From an optimization exercise on the open Yosys and OpenROAD flow, aimed at a short achievable clock period and few clock cycles; shortcuts taken in it are not production practice. In this exercise RTL edits were held to simulation tests only and were not proved equivalent to the original. No activity file was given, so power comes from the tool's default toggle rates.

[flow/design.v]
`timescale 1ns/1ns
package cpu_pkg;
    typedef logic [63:0] word_t;
    typedef logic [4:0]  reg_id_t;
    typedef logic [40:0] imm41_t;
    typedef logic [50:0] imm51_t;
    typedef logic [4:0]  shamt_t;
    localparam reg_id_t REG_PC = 5'd31;
    localparam word_t WORD_BYTES = 64'd8;
    typedef enum logic [6:0] {
        OP_NOP     = 7'h00,
        OP_SET     = 7'h01,
        OP_LOAD    = 7'h02,
        OP_STORE   = 7'h03,
        OP_JUMP    = 7'h04,
        OP_TESTBIT = 7'h05,
        OP_SUB     = 7'h06,
        OP_SHIFTL  = 7'h07,
        OP_OR      = 7'h08,
        OP_AND     = 7'h09,
        OP_XOR     = 7'h0a,
        OP_HALT    = 7'h7f
    } opcode_e;
    typedef enum logic [1:0] {
        FMT_RRO = 2'd0,
        FMT_RIS = 2'd1,
        FMT_I   = 2'd2
    } format_e;
    typedef enum logic [3:0] {
        COND_ALWAYS = 4'd0,
        COND_Z      = 4'd1,
        COND_NZ     = 4'd9
    } cond_e;
    typedef enum logic [2:0] {
        HALT,
        INIT,
        FETCH,
        DECODE,
        REG_READ,
        EXECUTE,
        REG_WRITE
    } state_e;
    localparam int OPC_HI      = 63;
    localparam int OPC_LO      = 57;
    localparam int FMT_HI      = 56;
    localparam int FMT_LO      = 55;
    localparam int COND_HI     = 54;
    localparam int COND_LO     = 51;
    localparam int RA_HI       = 50;
    localparam int RA_LO       = 46;
    localparam int RB_HI       = 45;
    localparam int RB_LO       = 41;
    localparam int RIS_IMM_HI  = 45;
    localparam int RIS_IMM_LO  = 5;
    localparam int SHAMT_HI    = 4;
    localparam int SHAMT_LO    = 0;
    localparam int OFF_HI      = 40;
    localparam int OFF_LO      = 0;
    localparam int IIMM_HI     = 50;
    localparam int IIMM_LO     = 0;
endpackage
`timescale 1ns/1ns
module reg_file #(
    parameter logic [63:0] RESET_PC = 64'h0000_8000_0000_0000
) (
    input  logic    clk_i,
    input  logic    rst_i,
    input  logic    we_i,
    input  cpu_pkg::reg_id_t id_i,
    input  cpu_pkg::word_t   wdata_i,
    output cpu_pkg::word_t   rdata_o
);
    cpu_pkg::word_t regs [32];
    always_ff @(posedge clk_i) begin
        if (rst_i) begin
            for (int i = 0; i < 32; i++) begin
                if (i == int'(cpu_pkg::REG_PC)) begin
                    regs[i] <= RESET_PC;
                end else begin
                    regs[i] <= '0;
                end
            end
        end else if (we_i) begin
            regs[id_i] <= wdata_i;
        end else begin
            rdata_o <= regs[id_i];
        end
    end
endmodule
`timescale 1ns/1ns
module instr_decode (
    input  cpu_pkg::word_t   instr_i,
    input  logic    zero_i,
    output cpu_pkg::opcode_e opcode_o,
    output cpu_pkg::format_e format_o,
    output cpu_pkg::reg_id_t dst_id_o,
    output cpu_pkg::reg_id_t src_id_o,
    output cpu_pkg::imm41_t  imm_o,
    output cpu_pkg::shamt_t  shamt_o,
    output cpu_pkg::imm51_t  imm_i_o,
    output logic    needs_dst_o,
    output logic    needs_src_o,
    output logic    cond_pass_o
);
    cpu_pkg::cond_e cond;
    assign opcode_o = cpu_pkg::opcode_e'(instr_i[cpu_pkg::OPC_HI:cpu_pkg::OPC_LO]);
    assign format_o = cpu_pkg::format_e'(instr_i[cpu_pkg::FMT_HI:cpu_pkg::FMT_LO]);
    assign cond     = cpu_pkg::cond_e'(instr_i[cpu_pkg::COND_HI:cpu_pkg::COND_LO]);
    assign dst_id_o = instr_i[cpu_pkg::RA_HI:cpu_pkg::RA_LO];
    assign src_id_o = instr_i[cpu_pkg::RB_HI:cpu_pkg::RB_LO];
    assign imm_o   = (format_o == cpu_pkg::FMT_RRO) ? instr_i[cpu_pkg::OFF_HI:cpu_pkg::OFF_LO]
                                           : instr_i[cpu_pkg::RIS_IMM_HI:cpu_pkg::RIS_IMM_LO];
    assign shamt_o = instr_i[cpu_pkg::SHAMT_HI:cpu_pkg::SHAMT_LO];
    assign imm_i_o = instr_i[cpu_pkg::IIMM_HI:cpu_pkg::IIMM_LO];
    assign needs_dst_o = (format_o == cpu_pkg::FMT_RRO) || (format_o == cpu_pkg::FMT_RIS);
    assign needs_src_o = (format_o == cpu_pkg::FMT_RRO);
    always_comb begin
        case (cond)
            cpu_pkg::COND_Z:  cond_pass_o = zero_i;
            cpu_pkg::COND_NZ: cond_pass_o = !zero_i;
            default: cond_pass_o = 1'b1;
        endcase
    end
endmodule
`timescale 1ns/1ns
module exec_unit (
    input  logic    clk_i,
    input  logic    rst_i,
    input  logic    exec_en_i,
    input  cpu_pkg::opcode_e opcode_i,
    input  cpu_pkg::format_e format_i,
    input  cpu_pkg::word_t   dst_val_i,
    input  cpu_pkg::word_t   src_val_i,
    input  cpu_pkg::imm41_t  imm_i,
    input  cpu_pkg::shamt_t  shamt_i,
    input  cpu_pkg::imm51_t  imm_i_i,
    input  cpu_pkg::word_t   mem_rdata_i,
    output cpu_pkg::word_t   wb_data_o,
    output cpu_pkg::word_t   mem_adr_o,
    output logic    writes_reg_o,
    output logic    zero_o
);
    cpu_pkg::word_t imm_ext;
    cpu_pkg::word_t sub_res;
    logic  bit_clear;
    assign imm_ext   = cpu_pkg::word_t'(imm_i);
    assign sub_res   = dst_val_i - imm_ext;
    assign bit_clear = (dst_val_i & (cpu_pkg::word_t'(1) << imm_i)) == '0;
    assign mem_adr_o = ((opcode_i == cpu_pkg::OP_STORE) ? dst_val_i : src_val_i) + imm_ext;
    always_comb begin
        wb_data_o    = '0;
        writes_reg_o = 1'b0;
        case (opcode_i)
            cpu_pkg::OP_SET: begin
                writes_reg_o = 1'b1;
                if (format_i == cpu_pkg::FMT_RIS) begin
                    wb_data_o = imm_ext << shamt_i;
                end else begin
                    wb_data_o = src_val_i;
                end
            end
            cpu_pkg::OP_SUB: begin
                writes_reg_o = 1'b1;
                wb_data_o    = sub_res;
            end
            cpu_pkg::OP_SHIFTL: begin
                writes_reg_o = 1'b1;
                wb_data_o    = dst_val_i << imm_i;
            end
            cpu_pkg::OP_OR: begin
                writes_reg_o = 1'b1;
                wb_data_o    = dst_val_i | src_val_i;
            end
            cpu_pkg::OP_AND: begin
                writes_reg_o = 1'b1;
                wb_data_o    = dst_val_i & src_val_i;
            end
            cpu_pkg::OP_XOR: begin
                writes_reg_o = 1'b1;
                wb_data_o    = dst_val_i ^ src_val_i;
            end
            cpu_pkg::OP_JUMP: begin
                writes_reg_o = 1'b1;
                if (format_i == cpu_pkg::FMT_I) begin
                    wb_data_o = cpu_pkg::word_t'(imm_i_i);
                end else begin
                    wb_data_o = dst_val_i;
                end
            end
            cpu_pkg::OP_LOAD: begin
                writes_reg_o = 1'b1;
                wb_data_o    = mem_rdata_i;
            end
            default: begin
                writes_reg_o = 1'b0;
            end
        endcase
    end
    always_ff @(posedge clk_i) begin
        if (rst_i) begin
            zero_o <= 1'b0;
        end else if (exec_en_i) begin
            if (opcode_i == cpu_pkg::OP_SUB) begin
                zero_o <= (sub_res == '0);
            end else if (opcode_i == cpu_pkg::OP_TESTBIT) begin
                zero_o <= bit_clear;
            end
        end
    end
endmodule
`timescale 1ns/1ns
module cpu_control (
    input  logic    clk_i,
    input  logic    rst_i,
    output logic    stb_o,
    output logic    we_o,
    output cpu_pkg::word_t   adr_o,
    output cpu_pkg::word_t   dat_o,
    input  cpu_pkg::word_t   dat_i,
    input  logic    ack_i,
    input  logic    err_i,
    output logic    rf_we_o,
    output cpu_pkg::reg_id_t rf_id_o,
    output cpu_pkg::word_t   rf_wdata_o,
    input  cpu_pkg::word_t   rf_rdata_i,
    output cpu_pkg::word_t   instr_o,
    input  cpu_pkg::opcode_e opcode_i,
    input  cpu_pkg::reg_id_t dst_id_i,
    input  cpu_pkg::reg_id_t src_id_i,
    input  logic    needs_dst_i,
    input  logic    needs_src_i,
    input  logic    cond_pass_i,
    output cpu_pkg::word_t   dst_val_o,
    output cpu_pkg::word_t   src_val_o,
    output logic    exec_en_o,
    input  cpu_pkg::word_t   wb_data_i,
    input  cpu_pkg::word_t   mem_adr_i,
    input  logic    writes_reg_i
);
    cpu_pkg::state_e     state;
    logic [1:0] phase;
    assign exec_en_o = (state == cpu_pkg::EXECUTE) && (phase == 2'd0);
    always_ff @(posedge clk_i) begin
        if (rst_i) begin
            state   <= cpu_pkg::INIT;
            phase   <= 2'd0;
            stb_o   <= 1'b0;
            we_o    <= 1'b0;
            rf_we_o <= 1'b0;
            rf_id_o <= cpu_pkg::REG_PC;
        end else begin
            case (state)
                cpu_pkg::INIT: begin
                    rf_id_o <= cpu_pkg::REG_PC;
                    phase   <= 2'd0;
                    state   <= cpu_pkg::FETCH;
                end
                cpu_pkg::FETCH: begin
                    if (phase == 2'd0) begin
                        phase <= 2'd1;
                    end else begin
                        stb_o      <= 1'b1;
                        we_o       <= 1'b0;
                        adr_o      <= rf_rdata_i;
                        rf_we_o    <= 1'b1;
                        rf_wdata_o <= rf_rdata_i + cpu_pkg::WORD_BYTES;
                        phase      <= 2'd0;
                        state      <= cpu_pkg::DECODE;
                    end
                end
                cpu_pkg::DECODE: begin
                    rf_we_o <= 1'b0;
                    if (phase == 2'd0) begin
                        if (ack_i) begin
                            stb_o   <= 1'b0;
                            instr_o <= dat_i;
                            phase   <= 2'd1;
                        end else if (err_i) begin
                            stb_o <= 1'b0;
                            state <= cpu_pkg::HALT;
                        end
                    end else begin
                        phase <= 2'd0;
                        if (!cond_pass_i) begin
                            state <= cpu_pkg::REG_WRITE;
                        end else if (needs_dst_i) begin
                            rf_id_o <= dst_id_i;
                            state   <= cpu_pkg::REG_READ;
                        end else begin
                            state <= cpu_pkg::EXECUTE;
                        end
                    end
                end
                cpu_pkg::REG_READ: begin
                    case (phase)
                        2'd0: begin
                            if (needs_src_i) begin
                                rf_id_o <= src_id_i;
                            end
                            phase <= 2'd1;
                        end
                        2'd1: begin
                            dst_val_o <= rf_rdata_i;
                            if (needs_src_i) begin
                                phase <= 2'd2;
                            end else begin
                                phase <= 2'd0;
                                state <= cpu_pkg::EXECUTE;
                            end
                        end
                        default: begin
                            src_val_o <= rf_rdata_i;
                            phase     <= 2'd0;
                            state     <= cpu_pkg::EXECUTE;
                        end
                    endcase
                end
                cpu_pkg::EXECUTE: begin
                    if (opcode_i == cpu_pkg::OP_LOAD || opcode_i == cpu_pkg::OP_STORE) begin
                        if (phase == 2'd0) begin
                            stb_o <= 1'b1;
                            we_o  <= (opcode_i == cpu_pkg::OP_STORE);
                            adr_o <= mem_adr_i;
                            dat_o <= src_val_o;
                            phase <= 2'd1;
                        end else if (ack_i || err_i) begin
                            stb_o <= 1'b0;
                            we_o  <= 1'b0;
                            phase <= 2'd0;
                            state <= cpu_pkg::REG_WRITE;
                            if (opcode_i == cpu_pkg::OP_LOAD) begin
                                rf_we_o    <= 1'b1;
                                rf_id_o    <= dst_id_i;
                                rf_wdata_o <= wb_data_i;
                            end
                        end
                    end else if (opcode_i == cpu_pkg::OP_HALT) begin
                        state <= cpu_pkg::HALT;
                    end else begin
                        if (writes_reg_i) begin
                            rf_we_o    <= 1'b1;
                            rf_id_o    <= (opcode_i == cpu_pkg::OP_JUMP) ? cpu_pkg::REG_PC : dst_id_i;
                            rf_wdata_o <= wb_data_i;
                        end
                        state <= cpu_pkg::REG_WRITE;
                    end
                end
                cpu_pkg::REG_WRITE: begin
                    rf_we_o <= 1'b0;
                    rf_id_o <= cpu_pkg::REG_PC;
                    phase   <= 2'd0;
                    state   <= cpu_pkg::FETCH;
                end
                default: begin
                    stb_o   <= 1'b0;
                    we_o    <= 1'b0;
                    rf_we_o <= 1'b0;
                end
            endcase
        end
    end
endmodule
`timescale 1ns/1ns
module cpu_top #(
    parameter logic [63:0] RESET_PC = 64'h0000_8000_0000_0000
) (
    input  logic  clk_i,
    input  logic  rst_i,
    output logic  stb_o,
    output logic  we_o,
    output cpu_pkg::word_t adr_o,
    output cpu_pkg::word_t dat_o,
    input  cpu_pkg::word_t dat_i,
    input  logic  ack_i,
    input  logic  err_i
);
    logic    rf_we;
    cpu_pkg::reg_id_t rf_id;
    cpu_pkg::word_t   rf_wdata;
    cpu_pkg::word_t   rf_rdata;
    cpu_pkg::word_t   instr;
    cpu_pkg::opcode_e opcode;
    cpu_pkg::format_e format;
    cpu_pkg::reg_id_t dst_id;
    cpu_pkg::reg_id_t src_id;
    cpu_pkg::imm41_t  imm;
    cpu_pkg::shamt_t  shamt;
    cpu_pkg::imm51_t  imm_i;
    logic    needs_dst;
    logic    needs_src;
    logic    cond_pass;
    cpu_pkg::word_t   dst_val;
    cpu_pkg::word_t   src_val;
    logic    exec_en;
    cpu_pkg::word_t   wb_data;
    cpu_pkg::word_t   mem_adr;
    logic    writes_reg;
    logic    zero;
    reg_file #(
        .RESET_PC(RESET_PC)
    ) u_reg_file (
        .clk_i   (clk_i),
        .rst_i   (rst_i),
        .we_i    (rf_we),
        .id_i    (rf_id),
        .wdata_i (rf_wdata),
        .rdata_o (rf_rdata)
    );
    instr_decode u_decode (
        .instr_i     (instr),
        .zero_i      (zero),
        .opcode_o    (opcode),
        .format_o    (format),
        .dst_id_o    (dst_id),
        .src_id_o    (src_id),
        .imm_o       (imm),
        .shamt_o     (shamt),
        .imm_i_o     (imm_i),
        .needs_dst_o (needs_dst),
        .needs_src_o (needs_src),
        .cond_pass_o (cond_pass)
    );
    exec_unit u_exec (
        .clk_i        (clk_i),
        .rst_i        (rst_i),
        .exec_en_i    (exec_en),
        .opcode_i     (opcode),
        .format_i     (format),
        .dst_val_i    (dst_val),
        .src_val_i    (src_val),
        .imm_i        (imm),
        .shamt_i      (shamt),
        .imm_i_i      (imm_i),
        .mem_rdata_i  (dat_i),
        .wb_data_o    (wb_data),
        .mem_adr_o    (mem_adr),
        .writes_reg_o (writes_reg),
        .zero_o       (zero)
    );
    cpu_control u_control (
        .clk_i        (clk_i),
        .rst_i        (rst_i),
        .stb_o        (stb_o),
        .we_o         (we_o),
        .adr_o        (adr_o),
        .dat_o        (dat_o),
        .dat_i        (dat_i),
        .ack_i        (ack_i),
        .err_i        (err_i),
        .rf_we_o      (rf_we),
        .rf_id_o      (rf_id),
        .rf_wdata_o   (rf_wdata),
        .rf_rdata_i   (rf_rdata),
        .instr_o      (instr),
        .opcode_i     (opcode),
        .dst_id_i     (dst_id),
        .src_id_i     (src_id),
        .needs_dst_i  (needs_dst),
        .needs_src_i  (needs_src),
        .cond_pass_i  (cond_pass),
        .dst_val_o    (dst_val),
        .src_val_o    (src_val),
        .exec_en_o    (exec_en),
        .wb_data_i    (wb_data),
        .mem_adr_i    (mem_adr),
        .writes_reg_i (writes_reg)
    );
endmodule
[flow/run.sh]
#!/bin/bash
# synth_recipe.tcl (not shown) runs the flow's synth.tcl, then flattens the netlist and writes it again
# the make line also repeats each setting of config.mk as NAME=value (left out here)
make -C /OpenROAD-flow-scripts/flow DESIGN_CONFIG=/design/flow/config.mk WORK_HOME=/design/flow/orfs CLKGATE_MAP_FILE= SYNTH_SCRIPT=/design/flow/synth_recipe.tcl finish
[flow/config.mk]
export PLATFORM = sky130hd
export DESIGN_NAME = cpu_top
export DESIGN_NICKNAME = cpu_top
export VERILOG_FILES = /design/flow/design.v
export SDC_FILE = /design/flow/constraint.sdc
export NUM_CORES = 4
export LEC_CHECK = 0
export CAP_MARGIN = 20
export CORE_MARGIN = 2
export CORE_UTILIZATION = 40
export SLEW_MARGIN = 20
[flow/constraint.sdc]
create_clock -name core_clock -period 10.0 [get_ports {clk_i}]
set_input_delay 2.0000 -clock core_clock [delete_from_list [all_inputs] [get_ports {clk_i}]]
set_output_delay 2.0000 -clock core_clock [all_outputs]
set_load 0.01 [all_outputs]
==> impl_metrics.py <==
metrics = {
    "run_status": {
        "status": "finished clean",
    },
    "synth": {
        "seq_area_frac_synth": 0.5799,
        "synthCells": 9951,
        "netlist.top_cell.by_area": "sky130_fd_sc_hd__edfxtp_1",
        "number_of_flops_mapped_to_enable_cells_by_yosys": 2496,
        "netlist_area_sq_um": 129700,
        "synth_register_bits": 2510,
        "synth-warning-count": 4,
        "post_synth_main_area_contributors": "sky130_fd_sc_hd__edfxtp_1, sky130_fd_sc_hd__and2_1, sky130_fd_sc_hd__mux4_2, sky130_fd_sc_hd__clkbuf_1, sky130_fd_sc_hd__a22oi_1",
        "synth_largest_type_area_fraction": 0.5778,
        "ys.flop_type": "sky130_fd_sc_hd__edfxtp_1",
        "syn_area_per_cell_sq_um": 13.04,
        "synthesis.nets": 10184,
        "yosysUniqueCellTypes": 116,
        "async_set_or_reset_register_ratio_after_synthesis": 0,
    },
    "clock_network": {
        "cts_tree": "built",
        "cts_hold_repair.buffers": 0,
        "cts_buffer_depth": 4,
        "worst_setup_hold_path_clk_slew_ns": 0.06,
        "cts_inserted_buffers": 281,
        "cts-htree-levels": 5,
        "cts_setup_buffers": 0,
        "numClockSinks": 2510,
        "resized_after_cts": 0,
        "root_buf_cell": "sky130_fd_sc_hd__clkbuf_16",
        "clk_latency_ns": 0.93,
    },
    "drt": {
        "drt_iter0_markers": 14164,
        "drt-pass1-iter-count": 8,
        "wl_um": 534900,
        "drt-wirelength-per-cell_um": 37.21,
        "via_count": 90963,
        "remaining_number_of_nets_flagged_by_the_antenna_check_after_routing": 0,
        "drc_errors": 0,
        "avgViaCountPerCell": 6.327,
    },
    "pwr": {
        "irDropWorstVdd_mv": 0.1755,
        "power.density_cell_area_nw_per_um2": 216.4,
        "report.power.total_mw": 31.52,
        "power.leakage_nw": 51.85,
    },
    "setup_path": {
        "r2r_end": "u_control.rf_wdata_o[59]",
        "cell_with_the_largest_stage_delay_on_the_worst_path": "sky130_fd_sc_hd__a21oi_1",
        "timing.critical_path.to_type": "flip-flop",
        "largest_stage_delay_on_the_critical_path_ns": 0.97,
        "critical_path_class": "reg -> reg",
        "path_max_fanout": 91,
        "setup.reg_to_reg.worst_slack_ns": 3.03,
        "cp_data_arrival_time_ns": 7.71,
        "setup.worst_path.start_class": "flip-flop",
        "r2r-start": "u_control.instr_o[56]",
        "critical_path_required_ns": 10.73,
        "r2r.worst_path.cells": 15,
        "critPathMostFrequentCell": "sky130_fd_sc_hd__buf_4",
        "crit_path_cell_trace": "buf_4 > or2_2 > buf_4 > nand3_1 > or3_1 > a211oi_1 > and2_4 > buf_4 > a22oi_1 > mux4_2 > mux2i_1 > nor2_1 > a21oi_1 > a21oi_1 > a22oi_1",
    },
    "die": {
        "effective_utilization_at_floorplan": 0.4010,
        "core_region_area_sq_um": 323500,
        "design.portCount": 198,
        "design.die.area_sq_um": 328900,
        "floorplan.die.width_um": 573.5,
        "die_h_um": 573.5,
        "placement_rows": 209,
    },
    "finish": {
        "nets": 10057,
        "layout_common_cells": "sky130_fd_sc_hd__edfxtp_1, sky130_fd_sc_hd__and2_1, sky130_fd_sc_hd__mux4_2",
        "final_core_utilization": 0.4503,
        "syn_to_final_growth_pct": 12.29,
        "post_route_cells_drive_above_1_share": 0.1462,
        "mostFrequentLayoutCell": "sky130_fd_sc_hd__edfxtp_1",
    },
    "global_routing": {
        "grt_util_met3": 0.06381,
        "grt_pass1_vias": 88333,
        "grt-busiest-layer": "met2",
        "grt_usage": 0.3175,
        "met2_usage_grt": 0.5032,
        "grt_first_pass_wirelength_um": 732200,
        "globalRoute.totalOverflow": 0,
        "antenna_found_initial": 60,
        "grt_start_max_net_pins": 122,
        "grt.met1_usage": 0.4187,
    },
    "sta": {
        "finalSetupViolCount": 0,
        "tns_ns": 0,
        "rsz_0062_raised_after_global_routing": "false",
        "tightest_slew_ns": 1.245,
        "hold_ws_ns": 0.4912,
        "slew_violations": 0,
        "achievable-frequency_ghz": 0.1434,
        "clock-skew-final_ns": 0.06899,
        "timing.slew.headroom": 0.1702,
        "period_share": 0.6973,
        "final.min_clock_period_ns": 6.973,
        "finalHoldViolations": 0,
    },
    "min_path": {
        "hp-class": "reg -> reg",
        "worst_hold_path.num_cells": 0,
        "worstHoldEndpoint": "u_control.src_val_o[2]",
        "timing.hold.worst.start": "u_reg_file.rdata_o[2]",
    },
    "placement": {
        "finalWeightedCongestion": 1.062,
        "io_buffers": 197,
        "dp_hpwl_um": 356100,
    },
    "job": {
        "max_cap_violations": 0,
    },
}
power by group:
| group | internal, mW | leakage (nW) | switching [mW] |
|---|---|---|---|
| clock | 5.68 | 4.26 | 4.46 |
| combinational | 2.91 | 22.2 | 5.29 |
| sequential | 12.3 | 25.4 | 0.839 |
cell families (layout without fill, tap and decap cells):
group / after synthesis / in the layout / synth area share
xor gates and xnor gates: 218 / 218 / 0.01472
DFF: 2510 / 2510 / 0.5799
and+or+nand+nor: 3469 / 3469 / 0.1513
buffers and inverters: 1127 / 1215 / 0.03383
muxes: 752 / 752 / 0.1126
adders and majority gates: 205 / 205 / 0.01910
other: 0 / 13 / 0
AOI/OAI and AO/OA: 1670 / 1670 / 0.08856
worst max-delay path: cells and delay by family, from the launching register on:
family,cells,cell delay (ns)
and+or+nand+nor,5,1.45
DFF,1,0.34
muxes,2,0.92
buffers and inverters,3,1.45
AOI/OAI and AO/OA,5,2.53
how the worst max path moves through the flow:
| stage | from | end |
|---|---|---|
| after floorplan | rst_i | u_control.instr_o[0] |
| after global placement | u_control.instr_o[55] | u_exec.zero_o |
| after detailed placement | u_control.instr_o[55] | u_exec.zero_o |
| after CTS | u_control.instr_o[55] | u_exec.zero_o |
| after global routing | u_control.instr_o[56] | u_exec.zero_o |
| final | u_control.instr_o[56] | u_control.rf_wdata_o[59] |
final cells by class:
class                   count  area, sq um
multi-input cells        6314        50680
inverters                 199        747.0
fillers                 28839       177800
well taps                4325         5411
repair buffers            518         4798
clock inverters           156         1435
flip-flops and latches   2510        75240
clock buffers             342         7325
diodes                     13        32.53
synth_stat cells (16+ instances only):
master	instances
sky130_fd_sc_hd__nand2_1	448
sky130_fd_sc_hd__a21oi_1	324
sky130_fd_sc_hd__nand2b_1	20
sky130_fd_sc_hd__o21ai_0	304
sky130_fd_sc_hd__buf_2	36
sky130_fd_sc_hd__xnor2_1	155
sky130_fd_sc_hd__a221o_1	62
sky130_fd_sc_hd__and2_1	2093
sky130_fd_sc_hd__a211oi_1	60
sky130_fd_sc_hd__o21bai_1	16
sky130_fd_sc_hd__or2_2	48
sky130_fd_sc_hd__ha_1	164
sky130_fd_sc_hd__inv_1	195
sky130_fd_sc_hd__nor2_1	351
sky130_fd_sc_hd__a21o_1	30
sky130_fd_sc_hd__nor3_1	81
sky130_fd_sc_hd__a22oi_1	304
sky130_fd_sc_hd__o211ai_1	97
sky130_fd_sc_hd__or3_1	29
sky130_fd_sc_hd__a221oi_1	64
sky130_fd_sc_hd__o221ai_1	33
sky130_fd_sc_hd__a22o_1	40
sky130_fd_sc_hd__xor2_1	63
sky130_fd_sc_hd__nand4_1	93
sky130_fd_sc_hd__clkbuf_1	756
sky130_fd_sc_hd__nor4_1	34
sky130_fd_sc_hd__and3_1	40
sky130_fd_sc_hd__mux2i_1	174
sky130_fd_sc_hd__o31ai_1	22
sky130_fd_sc_hd__o22ai_1	62
sky130_fd_sc_hd__a31oi_1	52
sky130_fd_sc_hd__o21a_1	30
sky130_fd_sc_hd__buf_1	115
sky130_fd_sc_hd__edfxtp_1	2496
sky130_fd_sc_hd__maj3_1	36
sky130_fd_sc_hd__nand3_1	135
sky130_fd_sc_hd__mux4_2	563
per-stage QoR:
stage / cell area [sq um] / setup WS [ns] / instances
after floorplan: 129700 / 0.4625 / 9951
after global placement: 136300 / 3.221 / 13832
after detailed placement: 136600 / 3.224 / 13852
after CTS: 145400 / 3.196 / 14350
after global routing: 145600 / 3.078 / 14365
final: 145700 / 3.027 / 14377
registers in the layout (all words and copies together) (netlist names):
signal and cells:
u_control.src_val_o 64, u_control.instr_o 64, u_control.dat_o 64, u_control.state 3
u_control.phase 2, u_reg_file.rdata_o 64, u_control.we_o 1, u_control.stb_o 1
u_control.adr_o 64, u_exec.zero_o 1, u_control.rf_we_o 1, u_control.rf_wdata_o 64
u_control.rf_id_o 5, u_control.dst_val_o 64, u_reg_file.regs 2048
metal layers:
metal  part of all wire  wire length, um
met1               0.38           205400
met3              0.099            53090
met2               0.46           247000
met4              0.055            29300
met5            0.00026              137
Testbench counts, summed over its fixed seeds: cycles 423,207.

## static timing again, ports no longer ideal
No port has a modelled driver above. Below, the same layout with a new extraction and two added sets of constraints. Step 1: set_driving_cell puts a clkbuf_16 on clk_i and a buf_2 on each other input, an assumption about the parent block. Step 2 also shifts input and output timing later by t, the mid clock arrival at the registers, as if the neighbouring blocks saw the same clock. a / b / c = ideal ports / drivers / drivers and shift; a / b = the first two.
t (ns): 0.992
slack for setup (ns): 3.027 / 3.027 / 3.027
worst hold slack (ns): 0.491 / 0.491 / 0.491
After both steps setup and hold are still met in this run. For this run, drivers alone change the setup slack by 0.000 ns; drivers and shift together by 0.000 ns.
